What follows belongs to an exercise in optimizing a design on an open flow for small area, a short achievable clock period and few clock cycles; a production flow would make more cautious choices. No functional check of the RTL was part of any run shown here. The clock port is modelled as an ideal driver, which makes a skipped or thinned clock tree look cheaper than it is; a real chip needs a root buffer or a tree. Power figures rest on the tool's default switching activity, not on a simulated workload.

[flow/config.mk]
export PLATFORM = sky130hd
export DESIGN_NAME = mem_loop_top
export DESIGN_NICKNAME = mem_loop_top
export VERILOG_FILES = /design/flow/design.v
export SDC_FILE = /design/flow/constraint.sdc
export NUM_CORES = 4
export LEC_CHECK = 0
export ABC_CLOCK_PERIOD_IN_PS = 2500
export CAP_MARGIN = 20
export CORE_MARGIN = 2
export CORE_UTILIZATION = 55
export PLACE_DENSITY = 0.65
export SLEW_MARGIN = 20
export SYNTH_MEMORY_MAX_BITS = 16384
[flow/constraint.sdc]
create_clock -name core_clock -period 8.0 [get_ports {clk0_tb}]
set_input_delay 1.6000 -clock core_clock [delete_from_list [all_inputs] [get_ports {clk0_tb}]]
set_output_delay 1.6000 -clock core_clock [all_outputs]
set_load 0.01 [all_outputs]
[flow/design.v]
package mem_pkg;
  typedef enum logic [1:0] {
    CMD_NOP   = 2'd0,
    CMD_WRITE = 2'd1,
    CMD_READ  = 2'd2
  } mem_cmd_t;
  typedef enum logic [1:0] {
    ST_WAIT_INIT = 2'd0,
    ST_IDLE      = 2'd1,
    ST_WRITE     = 2'd2,
    ST_READ      = 2'd3
  } sched_state_t;
endpackage
package stream_pkg;
  typedef enum logic {
    HALF_LO = 1'b0,
    HALF_HI = 1'b1
  } half_t;
endpackage
`timescale 1ns/1ps
module mem_loop_top
#(
  parameter int DATA_WIDTH  = 32,
  parameter int BURST_LEN   = 4,
  parameter int ADDR_WIDTH  = 6,
  parameter int FIFO_DEPTH  = 16,
  parameter int READ_LAT    = 2,
  parameter int INIT_CYCLES = 32
) (
  input  logic                  clk0_tb,
  input  logic                  locked,
  input  logic                  in_valid,
  input  logic [DATA_WIDTH-1:0] in_data,
  output logic                  in_ready,
  output logic                  out_valid,
  output logic [DATA_WIDTH-1:0] out_data,
  input  logic                  out_ready,
  output logic                  init_done
);
  localparam int NS    = 8;                   
  localparam int GROUP = 8;                   
  localparam int PW    = $clog2(GROUP);
  localparam int REVS  = INIT_CYCLES / GROUP;
  localparam int RW    = $clog2(REVS);
  localparam int AW    = $clog2(NS + 1);
  logic [DATA_WIDTH-1:0] slot [0:NS-1];
  logic [NS-1:0]         v;          
  logic [PW-1:0]         in_pos;     
  logic [RW-1:0]         rev;        
  logic [AW-1:0]         avail;      
  logic                  g_free;     
  logic                  g_ordy;     
  logic                  g_iv;       
  logic                  g_iv_ordy;  
  logic                  out_valid_nxt;
  logic                  nz_nxt;
  logic                  last_nxt;
  logic                  init_nxt;
  logic                  in_take;
  logic                  group_in;   
  logic                  out_free;   
  logic                  gate;       
  logic                  to_out;
  logic [NS-1:0]         load;       
  logic [NS-1:0]         v_nxt;
  logic                  in_ready_nxt;
  logic [PW-1:0]         in_pos_nxt;
  logic [AW-1:0]         avail_nxt;
  assign init_nxt = init_done || ((in_pos == PW'(GROUP - 1)) && (rev == RW'(REVS - 1)));
  assign in_take  = in_valid && in_ready;
  assign group_in = in_valid && (g_iv || g_iv_ordy);
  assign out_free = !out_valid || out_ready;
  assign gate     = g_free || (g_ordy && out_ready) || (g_iv && in_valid)
                    || (g_iv_ordy && in_valid && out_ready);
  assign to_out   = v[NS-1] && gate;
  always_comb begin
    load[NS-1] = !v[NS-1] || gate;
    for (int i = NS - 2; i >= 1; i--) begin
      load[i] = !v[i] || load[i+1];
    end
    load[0] = !v[0];
  end
  always_comb begin
    v_nxt[0] = (v[0] || in_take) && !load[1];
    v_nxt[1] = load[1] ? (v[0] || in_take) : v[1];
    for (int i = 2; i < NS; i++) begin
      v_nxt[i] = load[i] ? v[i-1] : v[i];
    end
  end
  always_comb begin
    in_pos_nxt = in_pos + PW'(in_take || !init_done);
    if (group_in) begin
      avail_nxt = to_out ? AW'(GROUP - 1) : AW'(GROUP);
    end else begin
      avail_nxt = avail - AW'(to_out);
    end
    in_ready_nxt = init_nxt && !v_nxt[0];
    out_valid_nxt = (out_valid && !out_ready) || to_out;
    nz_nxt = avail_nxt != '0;
    last_nxt = in_ready_nxt && (in_pos_nxt == PW'(GROUP - 1));
  end
  always_ff @(posedge clk0_tb or negedge locked) begin
    if (!locked) begin
      v         <= '0;
      in_pos    <= '0;
      rev       <= '0;
      avail     <= '0;
      g_free    <= 1'b0;
      g_ordy    <= 1'b0;
      g_iv      <= 1'b0;
      g_iv_ordy <= 1'b0;
      in_ready  <= 1'b0;
      out_valid <= 1'b0;
      init_done <= 1'b0;
    end else begin
      v         <= v_nxt;
      init_done <= init_nxt;
      in_pos    <= in_pos_nxt;
      if (!init_done && (in_pos == PW'(GROUP - 1))) begin
        rev <= rev + 1'b1;
      end
      avail     <= avail_nxt;
      g_free    <= nz_nxt && !out_valid_nxt;
      g_ordy    <= nz_nxt && out_valid_nxt;
      g_iv      <= last_nxt && !out_valid_nxt;
      g_iv_ordy <= last_nxt && out_valid_nxt;
      in_ready  <= in_ready_nxt;
      out_valid <= out_valid_nxt;
    end
  end
  always_ff @(posedge clk0_tb) begin
    if (load[0]) begin
      slot[0] <= in_data;
    end
    if (load[1]) begin
      slot[1] <= v[0] ? slot[0] : in_data;
    end
    for (int i = 2; i < NS; i++) begin
      if (load[i]) begin
        slot[i] <= slot[i-1];
      end
    end
    if (out_free) begin
      out_data <= slot[NS-1];
    end
  end
endmodule
[flow/flow/run.sh]
#!/bin/bash
set -euo pipefail
cd "$(dirname "$0")/.."
export SETUP_SLACK_MARGIN=5.4
export BUFFER_PORTS_ARGS="-buffer_cell sky130_fd_sc_hd__buf_2"
export CTS_ARGS="-sink_clustering_enable -sink_clustering_size 30 -sink_clustering_max_diameter 120 -repair_clock_nets -dont_use_dummy_load"
export POST_GLOBAL_PLACE_TCL="$PWD/flow/inbuf.tcl"
export POST_CTS_TCL="$PWD/flow/bypass_root.tcl"
bash standard.sh > standard.log 2>&1
[flow/flow/bypass_root.tcl]
proc bypass_clock_root {} {
  set block [ord::get_db_block]
  set port_net [$block findNet clk0_tb]
  set loads [$port_net getITerms]
  if {[llength $loads] != 1} { puts "BYPASS: port feeds [llength $loads] pins, skipped"; return }
  set root [[lindex $loads 0] getInst]
  set out_net ""
  foreach it [$root getITerms] {
    if {[$it isOutputSignal]} { set out_net [$it getNet] }
  }
  set sinks {}
  foreach it [$out_net getITerms] { if {[$it getInst] != $root} { lappend sinks $it } }
  if {[llength $sinks] > 4} { puts "BYPASS: root feeds [llength $sinks] pins, skipped"; return }
  foreach it $sinks { $it disconnect; $it connect $port_net }
  puts "BYPASS: removed [$root getName], port now feeds [llength $sinks] pins"
  odb::dbInst_destroy $root
  odb::dbNet_destroy $out_net
}

bypass_clock_root
estimate_parasitics -placement
[flow/flow/inbuf.tcl]
# in_data port buffers as buf_1: each drives only the 8 buffer entries.
proc shrink_input_buffers {} {
  set db [ord::get_db]
  set block [ord::get_db_block]
  set m [$db findMaster sky130_fd_sc_hd__buf_1]
  set n 0
  foreach bt [$block getBTerms] {
    if {[$bt getIoType] ne "INPUT"} { continue }
    set net [$bt getNet]
    if {$net eq "NULL" || ![string match "in_data*" [$bt getName]]} { continue }
    foreach it [$net getITerms] {
      set inst [$it getInst]
      if {[[$inst getMaster] getName] eq "sky130_fd_sc_hd__buf_2"} {
        $inst swapMaster $m
        incr n
      }
    }
  }
  puts "shrink_input_buffers: $n input buffers now buf_1"
}
shrink_input_buffers
[flow/standard.sh]
#!/bin/bash
# synth_recipe.tcl (not shown) runs the flow's synth.tcl, then flattens the netlist and writes it again
# the make line also repeats each setting of config.mk as NAME=value (left out here)
make -C /OpenROAD-flow-scripts/flow DESIGN_CONFIG=/design/flow/config.mk WORK_HOME=/design/flow/orfs CLKGATE_MAP_FILE= SYNTH_SCRIPT=/design/flow/synth_recipe.tcl "${@:-finish}"
==> out/qor.yml, run 1 <==
synth:
  synthesis.nets: 452
  syn-instance-count: 411
  synth_area_leaders: "edfxtp_1, dfxtp_1, dfrtp_1"
  synth_most_common_cell: "edfxtp_1"
  synth_edf_count: 256
  yosys_register_bits: 312
  async_reset_ff_share_pct: 7.692
  yosys_warnings: 2
  syn_area_per_cell_sq_um: 23.68
  synth_area_sq_um: 9732
  yosysSeqAreaShare_pct: 91.75
  ys_types: 35
  yosys.area.top_type: "edfxtp_1"
  ys_top_cells_by_count: "edfxtp_1, mux2_2, dfxtp_1, dfrtp_1, nand2_1"
  synth_top_area_share_pct: 78.99
  synthFlopType: "edfxtp_1"
placement:
  place_inst: 704
  dp_hpwl_um: 6328
  placed_area_sq_um: 10420
  pre_cts_ws_ns: 4.242
  io_buffers: 70
hold_path:
  hold_class: "flop to flop"
  hold_depth: 0
drt:
  vias_per_cell: 4.890
  drc: 0
  wl_um: 12710
  ant_nets: 0
  via_count: 3751
  drt-initial-drc-count: 187
  dr.pass1.iters: 4
  avgRoutedWirePerCell_um: 16.57
global_route:
  grt_antenna_before_repair: 0
  grt_pass1_vias: 3519
  grt-ovfl-total: 0
  track_usage_pct: 12.39
  grt_start_max_net_pins: 34
  grt_pass1_wl_um: 18170
power:
  power.total_mw: 4.416
  power_density_nw_per_um2: 378.8
  p_leak_nw: 4.268
  ir_drop_uv: 208.6
layout:
  syn_to_final_growth_pct: 19.81
  design_area_sq_um: 11660
  fin_nets: 585
  fin_util_pct: 67.41
  drive_gt1_share_pct: 31.18
  antenna_cells: 0
  instances_no_fill: 767
  nFillCells: 1094
worst_setup_path:
  slowest_stage: "a221o_1"
  timing.reg2reg.setup_slack_ns: 5.28
  crit_chain: "buf_8 > a21o_1 > a221o_1 > nand2_2 > inv_2 > ha_4 > ha_4 > xnor2_2 > and3_1 > nand3_2 > and2_4"
  cp_common_cell: "ha_4"
  cp.arrival_ns: 3.30
  crit_required_ns: 8.26
  reg2reg_depth: 5
  worst-path-max-fanout: 2
  max_stage_delay_ns: 0.34
  path_class: "input pin to flop"
  endpoint_kind: "flop"
  startpoint_type: "input pin"
sta:
  hold_ws_ns: 0.3681
  slew_headroom_pct: 51.63
  maxSlewViolCount: 0
  fin_crit_sh_pct: 37.97
  timing.final.crit_period_ns: 3.038
  rsz0062_at_grt: "yes"
  finalSetupTns_ns: 0
  layout_setup_ws_ns: 4.962
  worstMarginPinSlew_ns: 0.7256
  fmax_mhz: 329.2
  setup_viol: 0
  skew_ns: 0.05903
  hold_viol_final: 0
clock_tree:
  cts_num_sinks: 312
  clock_latency_ns: 0.36
  clk_pin_slew_ns: 0.11
run:
  maxCapViolations: 0
status:
  outcome: "timing/DRC/antenna clean"
floorplanning:
  die_x_um: 137.0
  io_pins: 71
  fp.dieArea_sq_um: 18770
  core_sq_um: 17300
  start_util_pct: 56.26
  die_y_um: 137.0
  row_count: 48
-- where the power goes --
part | internal, mW | leakage [nW] | total (mW) | switching (mW)
Clock | 0.295 | 0.160 | 0.705 | 0.410
Combinational | 0.454 | 0.912 | 0.987 | 0.533
Sequential | 2.53 | 3.20 | 2.72 | 0.197
-- cells by family after synthesis --
kind of cell	synth area share, %
simple gates	1.723
xor+xnor	0.3601
flops	91.75
compound gates	1.003
mux	4.024
fa+ha+maj	0.6428
buf+inv	0.5013
-- sequential cells by signal, summed over array words and instances, names as in the netlist --
signal	cells
out_data	32
g_iv	1
out_valid	1
g_ordy	1
avail	4
in_pos	3
g_free	1
slot	256
in_ready	1
init_done	1
v	8
g_iv_ordy	1
rev	2
-- cell type report --
| cell class | instances | area (sq um) | area share (%) |
|---|---|---|---|
| flip-flops and latches | 312 | 8934 | 76.62 |
| repair inverters | 1 | 7.507 | 0.06438 |
| clock buffers | 13 | 325.3 | 2.790 |
| well taps | 225 | 281.5 | 2.414 |
| inverters | 8 | 33.78 | 0.2897 |
| repair buffers | 109 | 894.6 | 7.673 |
| multi-input cells | 99 | 1184 | 10.15 |
-- critical path, delay by kind of cell --
family | cells | cell delay [ns]
AND/OR/NAND/NOR | 4 | 0.58
AO/OA/AOI/OAI | 2 | 0.51
adder cells (fa/ha/maj) | 2 | 0.32
XOR/XNOR | 1 | 0.15
buffers and inverters | 2 | 0.14
-- metal layers --
layer	GRT usage [%]	vias up	routed length, um
li1	-	1851	-
met1	18.14	1809	5320
met2	19.71	74	6662
met3	1.963	17	488
met4	3.551	0	239
met5	0	-	0
-- path summary, 6_finish.rpt --
check,from,to
max in group asynchronous,locked,v[6]$_DFFE_PN0P_
min,slot[1][16]$_DFFE_PP_,slot[2][16]$_DFFE_PP_
max reg2reg,v[5]$_DFFE_PN0P_,slot[1][16]$_DFFE_PP_
min reg2reg,slot[1][16]$_DFFE_PP_,slot[2][16]$_DFFE_PP_
min in group asynchronous,locked,avail[1]$_DFF_PN0_
max,out_ready,g_ordy$_DFF_PN0_
-- cell usage in the layout, fill, tap and decap left out, drive strengths merged, types with 2 or more instances in the layout --
master / instances
dfrtp: 24
a21oi: 3
ha: 5
nor2: 3
inv: 7
and3: 3
clkinvlp: 2
edfxtp: 256
nor4: 2
nand3: 7
nand2: 18
buf: 103
and2: 2
nand2b: 2
xnor2: 3
mux2: 33
dfxtp: 32
clkbuf: 19
a21o: 3
mux2i: 2
==> inputs of run 2 (changes only) <==
--- a/flow/design.v
+++ b/flow/design.v
@@ -62,6 +62,7 @@
   logic                  gate;       
   logic                  to_out;
   logic [NS-1:0]         load;       
+  logic [NS-1:0]         hole;       
   logic [NS-1:0]         v_nxt;
   logic                  in_ready_nxt;
   logic [PW-1:0]         in_pos_nxt;
@@ -74,10 +75,15 @@
                     || (g_iv_ordy && in_valid && out_ready);
   assign to_out   = v[NS-1] && gate;
   always_comb begin
-    load[NS-1] = !v[NS-1] || gate;
+    hole[NS-1] = !v[NS-1];
     for (int i = NS - 2; i >= 1; i--) begin
-      load[i] = !v[i] || load[i+1];
+      hole[i] = !v[i] || hole[i+1];
     end
+    for (int i = 1; i < NS; i++) begin
+      load[i] = hole[i] || g_free || (g_ordy && out_ready) || (g_iv && in_valid)
+                || (g_iv_ordy && in_valid && out_ready);
+    end
+    hole[0] = 1'b0;
     load[0] = !v[0];
   end
   always_comb begin
@@ -96,7 +102,7 @@
     end
     in_ready_nxt = init_nxt && !v_nxt[0];
     out_valid_nxt = (out_valid && !out_ready) || to_out;
-    nz_nxt = avail_nxt != '0;
+    nz_nxt = group_in || (avail > AW'(1)) || ((avail == AW'(1)) && !to_out);
     last_nxt = in_ready_nxt && (in_pos_nxt == PW'(GROUP - 1));
   end
   always_ff @(posedge clk0_tb or negedge locked) begin
==> flow/flow/run.sh (replaced) <==
#!/bin/bash
set -euo pipefail
cd "$(dirname "$0")/.."
export SETUP_SLACK_MARGIN=5.5
export BUFFER_PORTS_ARGS="-buffer_cell sky130_fd_sc_hd__buf_2"
export CTS_ARGS="-sink_clustering_enable -sink_clustering_size 30 -sink_clustering_max_diameter 120 -repair_clock_nets -dont_use_dummy_load"
export POST_GLOBAL_PLACE_TCL="$PWD/flow/inbuf.tcl"
export POST_CTS_TCL="$PWD/flow/bypass_root.tcl"
bash standard.sh > standard.log 2>&1
==> run 2 against run 1 <==
Net effect: first-iteration DRC count increased by 40%; synthesized cell count fell by 0.97%; setup slack better by 0.27 ns; sequential share of layout area rose by 1.0 points; area after synthesis fell by 0.15%; sequential power barely moved; routed wire length down 0.11%; final cell count down 1.4%; clock-buffer cell count stayed put; combinational power decreased by 16%; utilization down 0.93 points; critical path type unchanged.
==> out/qor.yml, run 2 <==
layout:
  antenna_cells: 0
  drive_gt1_share_pct: 29.38
  syn_to_final_growth_pct: 18.34
  top_regs: "slot: 256 flops, out_data: 32 flops, v: 8 flops"
  fin_nets: 574
  design_area_sq_um: 11500
  mostFrequentLayoutCell: "edfxtp_1"
  nFillCells: 1124
  final_cell_mix: "edfxtp_1, buf_2, mux2_2"
  largest-register: "slot"
  largest_reg_flops: 256
placement:
  placed_area_sq_um: 10390
  dp_hpwl_um: 6460
  io_buffers: 70
synth:
  syn_area_per_cell_sq_um: 23.87
  syn-instance-count: 407
  synth_edf_count: 256
  synthFlopType: "edfxtp_1"
  yosys_register_bits: 312
  synth_top_area_share_pct: 79.11
  synth_area_sq_um: 9717
  synthesis.nets: 448
  yosys_warnings: 2
  yosysSeqAreaShare_pct: 91.89
  synth_most_common_cell: "edfxtp_1"
  yosys.area.top_type: "edfxtp_1"
  synth_area_leaders: "edfxtp_1, dfxtp_1, dfrtp_1"
  ys_top_cells_by_count: "edfxtp_1, mux2_2, dfxtp_1, dfrtp_1, nand2_1"
  async_reset_ff_share_pct: 7.692
  ys_types: 32
sta:
  slew_headroom_pct: 10.59
  finalSetupTns_ns: 0
  skew_ns: 0.05280
  fin_crit_sh_pct: 34.58
  setup_viol: 0
  fmax_mhz: 361.5
  timing.final.crit_period_ns: 2.767
  worstMarginPinSlew_ns: 1.341
  rsz0062_at_grt: "yes"
  maxSlewViolCount: 0
  hold_viol_final: 0
floorplanning:
  io_pins: 71
  row_count: 48
  start_util_pct: 56.18
  die_x_um: 136.9
  core_sq_um: 17300
  fp.dieArea_sq_um: 18750
  die_y_um: 136.9
global_route:
  grt_start_max_net_pins: 34
  grt_pass1_vias: 3565
  grt_pass1_wl_um: 18960
  grt_antenna_before_repair: 0
  grt-ovfl-total: 0
  track_usage_pct: 13.24
worst_setup_path:
  startpoint_type: "input pin"
  path_class: "input pin to flop"
  r2r_start: "v[7]$_DFFE_PN0P_"
  worst-path-max-fanout: 8
  crit_chain: "buf_8 > buf_6 > a21o_4 > a21oi_4 > buf_6 > nand4_1 > buf_6 > clkbuf_16"
  endpoint_kind: "flop"
  rr_endpoint: "slot[3][31]$_DFFE_PP_"
  crit_required_ns: 8.12
  cp_common_cell: "buf_6"
  max_stage_delay_ns: 0.24
  reg2reg_depth: 6
  slowest_stage: "buf_6"
  cp.arrival_ns: 2.89
  timing.reg2reg.setup_slack_ns: 5.46
drt:
  drc: 0
  via_count: 3678
  drt-initial-drc-count: 261
  vias_per_cell: 4.865
  dr.pass1.iters: 4
  wl_um: 12700
  ant_nets: 0
  avgRoutedWirePerCell_um: 16.79
hold_path:
  hold_start: "slot[1][11]$_DFFE_PP_"
  hold_depth: 0
  holdPathEnd: "slot[2][11]$_DFFE_PP_"
  hold_class: "flop to flop"
power:
  p_leak_nw: 4.138
  ir_drop_uv: 206.1
  power_density_nw_per_um2: 372.1
status:
  outcome: "timing/DRC/antenna clean"
run:
  maxCapViolations: 0
clock_tree:
  cts_num_sinks: 312
  clock_latency_ns: 0.35
  clk_pin_slew_ns: 0.10
[run 2: worst max path at each step]
stage | start | end | slack [ns] | cells past startpoint
2_1_floorplan | in_valid | slot[5][0]$_DFFE_PP_ | 4.42 | 3
3_3_place_gp | in_valid | slot[3][5]$_DFFE_PP_ | 4.46 | 4
3_5_place_dp | in_valid | slot[3][4]$_DFFE_PP_ | 4.40 | 4
5_1_grt | in_valid | slot[3][8]$_DFFE_PP_ | 5.20 | 8
6_report | in_valid | slot[5][21]$_DFFE_PP_ | 5.23 | 8
[run 2: cell type report]
class	count	area (sq um)	share of cell area [%]
Sequential cell	312	8930	77.66
Timing Repair Buffer	99	764.5	6.649
Clock buffer	13	325.3	2.829
Inverter	5	22.52	0.1959
Tap cell	225	281.5	2.448
Timing Repair inverter	1	7.507	0.06529
Multi-Input combinational cell	101	1167	10.15
[run 2: cell families (layout without fill, tap and decap cells)]
kind of cell    Yosys count  after routing  share of synthesized area [%]
compound gates           16             16                          1.301
xor+xnor                  4              4                         0.3606
fa+ha+maj                 5              5                         0.6438
buf+inv                   9            118                         0.3605
flops                   312            312                          91.89
mux                      33             33                          3.824
simple gates             28             43                          1.622
[run 2: layer usage]
layer | global-route usage (%) | vias to the layer above | part of all wire (%)
met5 | 0 | - | 0
met4 | 3.551 | 0 | 1.9
met1 | 19.34 | 1753 | 43
li1 | - | 1831 | -
met2 | 21.25 | 79 | 51
met3 | 2.111 | 15 | 4.1
[run 2: critical path, delay by kind of cell]
kind                   cells  cell delay, ns
AOI/OAI and AO/OA          2            0.42
buffers and inverters      5            0.75
and+or+nand+nor            1            0.11
[run 2: through the flow]
step | hold slack, ns | total power [mW] | std cells | setup WS, ns | utilization, %
global route | 0.3863 | 4.502 | 756 | 5.201 | 66.48
global placement | 0.4048 | 3.209 | 701 | 4.463 | 60.29
floorplan | 0.4003 | 3.038 | 407 | 4.417 | -
finish | 0.3820 | 4.278 | 756 | 5.233 | 66.48
detailed placement | 0.4045 | 3.267 | 701 | 4.397 | 60.06
[run 2: report_power, final]
group / internal (mW) / leakage, nW / total (mW) / switching, mW
sequential: 2.55 / 3.19 / 2.75 / 0.195
clock: 0.295 / 0.160 / 0.705 / 0.409
combinational: 0.367 / 0.784 / 0.826 / 0.460
==> inputs of run 3 (changes only) <==
==> flow/flow/run.sh (replaced) <==
#!/bin/bash
set -euo pipefail
cd "$(dirname "$0")/.."
export SETUP_SLACK_MARGIN=5.4
export BUFFER_PORTS_ARGS="-buffer_cell sky130_fd_sc_hd__buf_2"
export CTS_ARGS="-sink_clustering_enable -sink_clustering_size 30 -sink_clustering_max_diameter 120 -repair_clock_nets -dont_use_dummy_load"
export POST_GLOBAL_PLACE_TCL="$PWD/flow/inbuf.tcl"
export POST_CTS_TCL="$PWD/flow/bypass_root.tcl"
bash standard.sh > standard.log 2>&1
==> run 3 against run 2 <==
Net effect: non-clock buffer count is 9 lower; sequential share of layout area increased by 2.5 points; die area unchanged; clock-buffer cell count unchanged; clock power fell by 1%; register-to-register slack better by 0.50 ns; largest cell class unchanged.
==> out/qor.yml, run 3 <==
status:
  outcome: "timing/DRC/antenna clean"
layout:
  top_regs: "slot: 256 flops, out_data: 32 flops, v: 8 flops"
  antenna_cells: 0
  final_cell_mix: "edfxtp_1, buf_2, mux2_2"
  largest-register: "slot"
  fin_util_pct: 64.39
  fin_nets: 559
  syn_to_final_growth_pct: 14.61
  design_area_sq_um: 11140
  nFillCells: 1153
  drive_gt1_share_pct: 25.97
  mostFrequentLayoutCell: "edfxtp_1"
  largest_reg_flops: 256
power:
  internal_power_mw: 3.095
  power_density_nw_per_um2: 365.1
  pwr-share-comb_pct: 15.8
  pwr-share-seq_pct: 67.1
  ir_drop_uv: 184.6
  clkPwrFrac_pct: 17.1
  p_leak_nw: 4.022
  switching_power_mw: 0.9709
  p_sw_share_pct: 23.88
drt:
  dr.pass1.iters: 4
  avgRoutedWirePerCell_um: 15.34
  ant_nets: 0
  via_count: 3605
  vias_per_cell: 4.865
  drt-initial-drc-count: 231
  drc: 0
  wl_um: 11370
global_route:
  grt-ovfl-total: 0
  grt_pass1_wl_um: 18150
  grt_antenna_before_repair: 0
  grt_pass1_vias: 3462
  track_usage_pct: 12.45
  grt_start_max_net_pins: 37
floorplanning:
  die_x_um: 136.9
  start_util_pct: 56.18
  io_pins: 71
  fp.dieArea_sq_um: 18750
  row_count: 48
  die_y_um: 136.9
  core_sq_um: 17300
placement:
  dp_hpwl_um: 6527
  placed_area_sq_um: 10390
  pre_cts_ws_ns: 4.389
  io_buffers: 70
synth:
  ys_types: 32
  yosys_warnings: 2
  synth_edf_count: 256
  yosys.area.top_type: "edfxtp_1"
  ys_top_cells_by_count: "edfxtp_1, mux2_2, dfxtp_1, dfrtp_1, nand2_1"
  synth_top_area_share_pct: 79.11
  synth_area_sq_um: 9717
  yosysSeqAreaShare_pct: 91.89
  yosys_register_bits: 312
  syn-instance-count: 407
  synth_most_common_cell: "edfxtp_1"
  syn_area_per_cell_sq_um: 23.87
  async_reset_ff_share_pct: 7.692
  synth_area_leaders: "edfxtp_1, dfxtp_1, dfrtp_1"
  synthFlopType: "edfxtp_1"
  synthesis.nets: 448
sta:
  fin_crit_sh_pct: 34.46
  hold_viol_final: 0
  slew_headroom_pct: 41.03
  skew_ns: 0.04846
  rsz0062_at_grt: "yes"
  setup_viol: 0
  timing.final.crit_period_ns: 2.757
  maxSlewViolCount: 0
  finalSetupTns_ns: 0
  layout_setup_ws_ns: 5.243
  fmax_mhz: 362.7
  worstMarginPinSlew_ns: 0.8846
worst_setup_path:
  cp.arrival_ns: 2.85
  cp_common_cell: "buf_4"
  crit_buf_inv: 3
  rr_endpoint: "slot[3][18]$_DFFE_PP_"
  endpoint_kind: "flop"
  crit_chain: "buf_8 > a21o_4 > buf_4 > a21oi_4 > buf_4 > nand2_8 > or2_4"
  max_stage_delay_ns: 0.33
  timing.reg2reg.setup_slack_ns: 5.96
  path_class: "input pin to flop"
  worst-path-max-fanout: 8
  reg2reg_depth: 6
  crit_start: "in_valid"
  r2r_start: "v[7]$_DFFE_PN0P_"
  startpoint_type: "input pin"
  cp_top_family: "buffers and inverters"
  slowest_stage: "or2_4"
  critPathCapture: "slot[4][8]$_DFFE_PP_"
  crit_cells: 7
  crit_required_ns: 8.10
hold_path:
  hold_class: "flop to flop"
run:
  maxCapViolations: 0
clock_tree:
  cts_num_sinks: 312
  clk_pin_slew_ns: 0.10
  clock_latency_ns: 0.35
[run 3: cell count changes in the layout (fill, tap and decap cells not counted), sizes merged]
cell	before	now
or2	4	5
nand2b	6	5
nand3	7	6
clkbuf	17	15
nand2	15	10
buf	95	88
[run 3: power groups by stage]
stage	combinational [mW]	clock (mW)	sequential (mW)
finish	0.644	0.695	2.73
global route	0.711	0.788	2.79
detailed placement	0.498	0	2.77
global placement	0.472	0	2.73
floorplan	0.280	0	2.76
[run 3: stage by stage]
| step | hold WS (ns) | std cells | power [mW] |
|---|---|---|---|
| detailed placement | 0.4045 | 701 | 3.265 |
| finish | 0.3828 | 741 | 4.066 |
| floorplan | 0.4003 | 407 | 3.036 |
| global route | 0.3833 | 741 | 4.292 |
| global placement | 0.4049 | 701 | 3.206 |
[run 3: logic make-up (layout without fill, tap and decap cells)]
group                      after synthesis  in the layout  synth area share, %
buffers and inverters                    9            109               0.3605
AOI/OAI and AO/OA                       16             16                1.301
muxes                                   33             33                3.824
DFF                                    312            312                91.89
adders and majority gates                5              5               0.6438
xor gates and xnor gates                 4              4               0.3606
and+or+nand+nor                         28             37                1.622
[run 3: area by class of cell]
type / instances / area (sq um) / share of cell area [%]
inverters: 5 / 22.52 / 0.2022
flip-flops and latches: 312 / 8929 / 80.17
clock buffers: 13 / 325.3 / 2.921
repair inverters: 1 / 7.507 / 0.06741
well taps: 225 / 281.5 / 2.528
repair buffers: 90 / 578.1 / 5.190
multi-input cells: 95 / 993.5 / 8.920
[run 3: worst min-delay path by stage]
stage | end | startpoint | cells past startpoint
5_1_grt | slot[2][25]$_DFFE_PP_ | slot[1][25]$_DFFE_PP_ | 0
2_1_floorplan | out_data[0]$_DFFE_PN_ | slot[7][0]$_DFFE_PP_ | 0
6_report | slot[2][0]$_DFFE_PP_ | slot[1][0]$_DFFE_PP_ | 0
3_3_place_gp | out_data[19]$_DFFE_PN_ | slot[7][19]$_DFFE_PP_ | 0
3_5_place_dp | out_data[0]$_DFFE_PN_ | slot[7][0]$_DFFE_PP_ | 0
[run 3: worst reg2reg max path: stages (launching register included)]
cell,delay [ns]
dfrtp_1,0.64
nand2_1,0.17
a2111oi_4,0.36
buf_6,0.21
buf_6,0.12
clkinvlp_4,0.12
clkbuf_16,0.19
[run 3: metal layers]
| layer | part of all wire (%) | routed length, um | up-vias | GRT usage (%) |
|---|---|---|---|---|
| met5 | 0 | 0 | - | 0 |
| met4 | 1.5 | 170 | 0 | 3.207 |
| met3 | 4.6 | 525 | 12 | 2.185 |
| met2 | 50 | 5637 | 77 | 19.58 |
| met1 | 44 | 5035 | 1726 | 18.50 |
| li1 | - | - | 1790 | - |

-- afterwards: timing with drivers on the ports --
How much do the figures lean on ideal ports? The routed layouts below were timed once more, with nothing changed but the port constraints.
Step 1 assumes that a clkbuf_16 drives the clock port and a buf_2 every other input.
Step 2 also shifts input and output timing later by t, the mid clock arrival at the registers, as if the neighbouring blocks saw the same clock.
Three values: ideal ports, drivers, drivers and shift; two values: the first two.
| run | t (ns) | setup WS [ns] | worst setup path at the end | worst register clock-pin slew, ns |
|---|---|---|---|---|
| run 1 | 0.381 | 4.962 / 4.976 / 4.594 | input to register | 0.11 / 0.11 |
| run 2 | 0.380 | 5.233 / 5.252 / 4.872 | input to register | 0.10 / 0.10 |
| run 3 | 0.378 | 5.243 / 5.255 / 4.877 | input to register | 0.11 / 0.11 |
After both steps setup and hold are still met in every run listed. The setup slack of run 1, which loses most, moves by +0.014 ns with the drivers and by -0.368 ns with both steps.
